This is an optimization exercise on Yosys and OpenROAD, whose aim is small area and a short achievable clock period, not a production implementation. In this exercise RTL edits were held to simulation tests only and were not proved equivalent to the original. Power is estimated from default activity; no workload was simulated.

== job 9683 ==
Design sa_drain, start of the top module:
module sa_drain #(
  parameter int N     = 8,
  parameter int DW    = sa_pkg::DW,
  parameter int DEPTH = 8
) (
  input  logic            I_CLK,
  input  logic            I_RST,
  input  logic            I_START,
  input  logic [7:0]      I_ROWS,
  input  logic [N-1:0]    I_COL_VLD,
  input  logic [N*DW-1:0] I_COL_D,
  output logic            O_VLD,
  input  logic            I_RDY,
  output logic [N*DW-1:0] O_ROW,
  output logic            O_LAST,
  output logic            O_DONE,
  output logic            O_AFULL,
  output logic            O_OVF
);
For scale: ~1200 flip-flops, about 280 I/O pins.
clock: 4.5 ns
lec_check: 0
cap_margin: 20
core_margin: 2
core_utilization: 40
place_density: 0.6
setup_slack_margin: 2.5
slew_margin: 20
run.sh (not shown) runs the stock make flow with config.mk's settings and CLKGATE_MAP_FILE= SYNTH_SCRIPT=/design/flow/synth_recipe.tcl, a recipe that flattens the netlist after the stock synthesis.
Both conditions hold for job 9683: the flow ran to the end and the final layout passed the timing, DRC and antenna checks.
## Diff of input files: job 8761 against job 9683
- CORE_UTILIZATION now 65, was 40
- PLACE_DENSITY now 0.75, was 0.6
==> flow/flow/run.sh (new file) <==
#!/bin/bash
# The standard layout (standard.sh: standard synthesis, ORFS floorplan to finish) with three
# changes made through ORFS's own variables:
#  - port buffers are buf_1 cells instead of the default delay buffers,
#  - CTS inserts no dummy loads,
#  - CTS clusters up to 22 sinks within 80 um under each leaf buffer.
# Each ORFS step writes its full log under orfs/logs/; make's own output goes to standard.log.
set -euo pipefail
export BUFFER_PORTS_ARGS="-buffer_cell sky130_fd_sc_hd__buf_1"
export CTS_ARGS="-sink_clustering_enable -repair_clock_nets -dont_use_dummy_load -sink_clustering_size 22 -sink_clustering_max_diameter 80"
bash standard.sh > standard.log 2>&1
==> flow/standard.sh (new file) <==
#!/bin/bash
# synth_recipe.tcl (not shown) runs the flow's synth.tcl, then flattens the netlist and writes it again
# the make line also repeats each setting of config.mk as NAME=value (left out here)
make -C /OpenROAD-flow-scripts/flow DESIGN_CONFIG=/design/flow/config.mk WORK_HOME=/design/flow/orfs CLKGATE_MAP_FILE= SYNTH_SCRIPT=/design/flow/synth_recipe.tcl "${@:-finish}"
removed: flow/run.sh
==> summary.txt <==
- Compared job 9683 against job 8761; worst hold slack within noise.
- The non-clock buffer count was comparable across job 8761 and job 9683.
- Delta (job 8761 minus job 9683): static leakage power has decreased, internal power summed over all cells has decreased.
What job 4717 does differently from job 8761 at the input level:
- PLACE_DENSITY: 0.75 -> 0.6
- CORE_UTILIZATION: 65 -> 40
- SETUP_SLACK_MARGIN: 2.5 -> 2.3
==> flow/run.sh (new file) <==
#!/bin/bash
# synth_recipe.tcl (not shown) runs the flow's synth.tcl, then flattens the netlist and writes it again
# the make line also repeats each setting of config.mk as NAME=value (left out here)
make -C /OpenROAD-flow-scripts/flow DESIGN_CONFIG=/design/flow/config.mk WORK_HOME=/design/flow/orfs CLKGATE_MAP_FILE= SYNTH_SCRIPT=/design/flow/synth_recipe.tcl finish
removed: flow/flow/run.sh
removed: flow/standard.sh
Notes after the runs:
- Re initial antenna violation count: job 8761 and job 4717 aren't equal, and the lower value belongs to job 8761.
- Compared to job 8761, the router laid down more metal wire for job 4717.
- Job 4717 — proportion of power drawn by combinational gates 1.2 points lower, job 8761 as reference
- On job 4717: time the worst path needs with I/O delays and setup is 0.11 ns higher than what job 8761 gave.
- Total internal power: job 4717 > job 8761
- Job 4717 vs. job 8761: via count went down by 963; relative area change from synthesis to final layout went up by 6.2 points; total power went up by 4200 µW.
- In the tables for job 8761 and job 4717, worst-skew pair later-pin latency reads lower with job 8761.
- In the metrics for job 8761 and job 4717, the one carrying the higher combinational power is job 8761.
Edits applied to the flow inputs when going from job 4717 to job 1406:
- changing PLACE_DENSITY from 0.6 to 0.75
- changing CORE_UTILIZATION from 40 to 65
- setting CTS_CLUSTER_SIZE to 22 for the first time
- changing SETUP_SLACK_MARGIN from 2.3 to 2.5
- setting CTS_CLUSTER_DIAMETER to 80 for the first time
Results
On per-instance average area after synthesis, job 4717 tracks job 1406 almost exactly. Job 1406 against job 4717: post-layout minimum cycle time now smaller; number of CTS-inserted buffers now smaller. Job 4717 → job 1406: total power went down by 16%, latest clock arrival within the worst-skew pair went down by 0.05 ns, ratio of routed vias to standard cells went up by about 20%. Going from job 4717 to job 1406, the minimum setup slack after placement was found to have gone down by 0.017 ns.

[static timing again, ports no longer ideal]
No port has a modelled driver above. Below, the same layouts with a new extraction and two added sets of constraints. Step 1 (the two cells are an assumption about what drives the block):
set clk [get_ports {I_CLK}]
set_driving_cell -lib_cell sky130_fd_sc_hd__clkbuf_16 $clk
set_driving_cell -lib_cell sky130_fd_sc_hd__buf_2 [delete_from_list [all_inputs] $clk]
Step 2 also shifts input and output timing later by t, the mid clock arrival at the registers, as if the neighbouring blocks saw the same clock. Slacks: ideal ports / drivers / drivers and shift; pairs: ideal ports / drivers.
run | t, ns | slack for setup (ns) | worst setup path after step 2
job 9683 | 0.768 | 2.333 / 2.263 / 1.793 | input to register
job 8761 | 0.681 | 2.442 / 2.376 / 1.822 | input to register
job 4717 | 0.774 | 2.335 / 2.265 / 1.601 | input to register
job 1406 | 0.728 | 2.338 / 2.268 / 1.840 | input to register
After both steps setup and hold are still met in every run listed. For job 4717, which loses most, drivers alone change the setup slack by -0.070 ns; drivers and shift together by -0.734 ns.
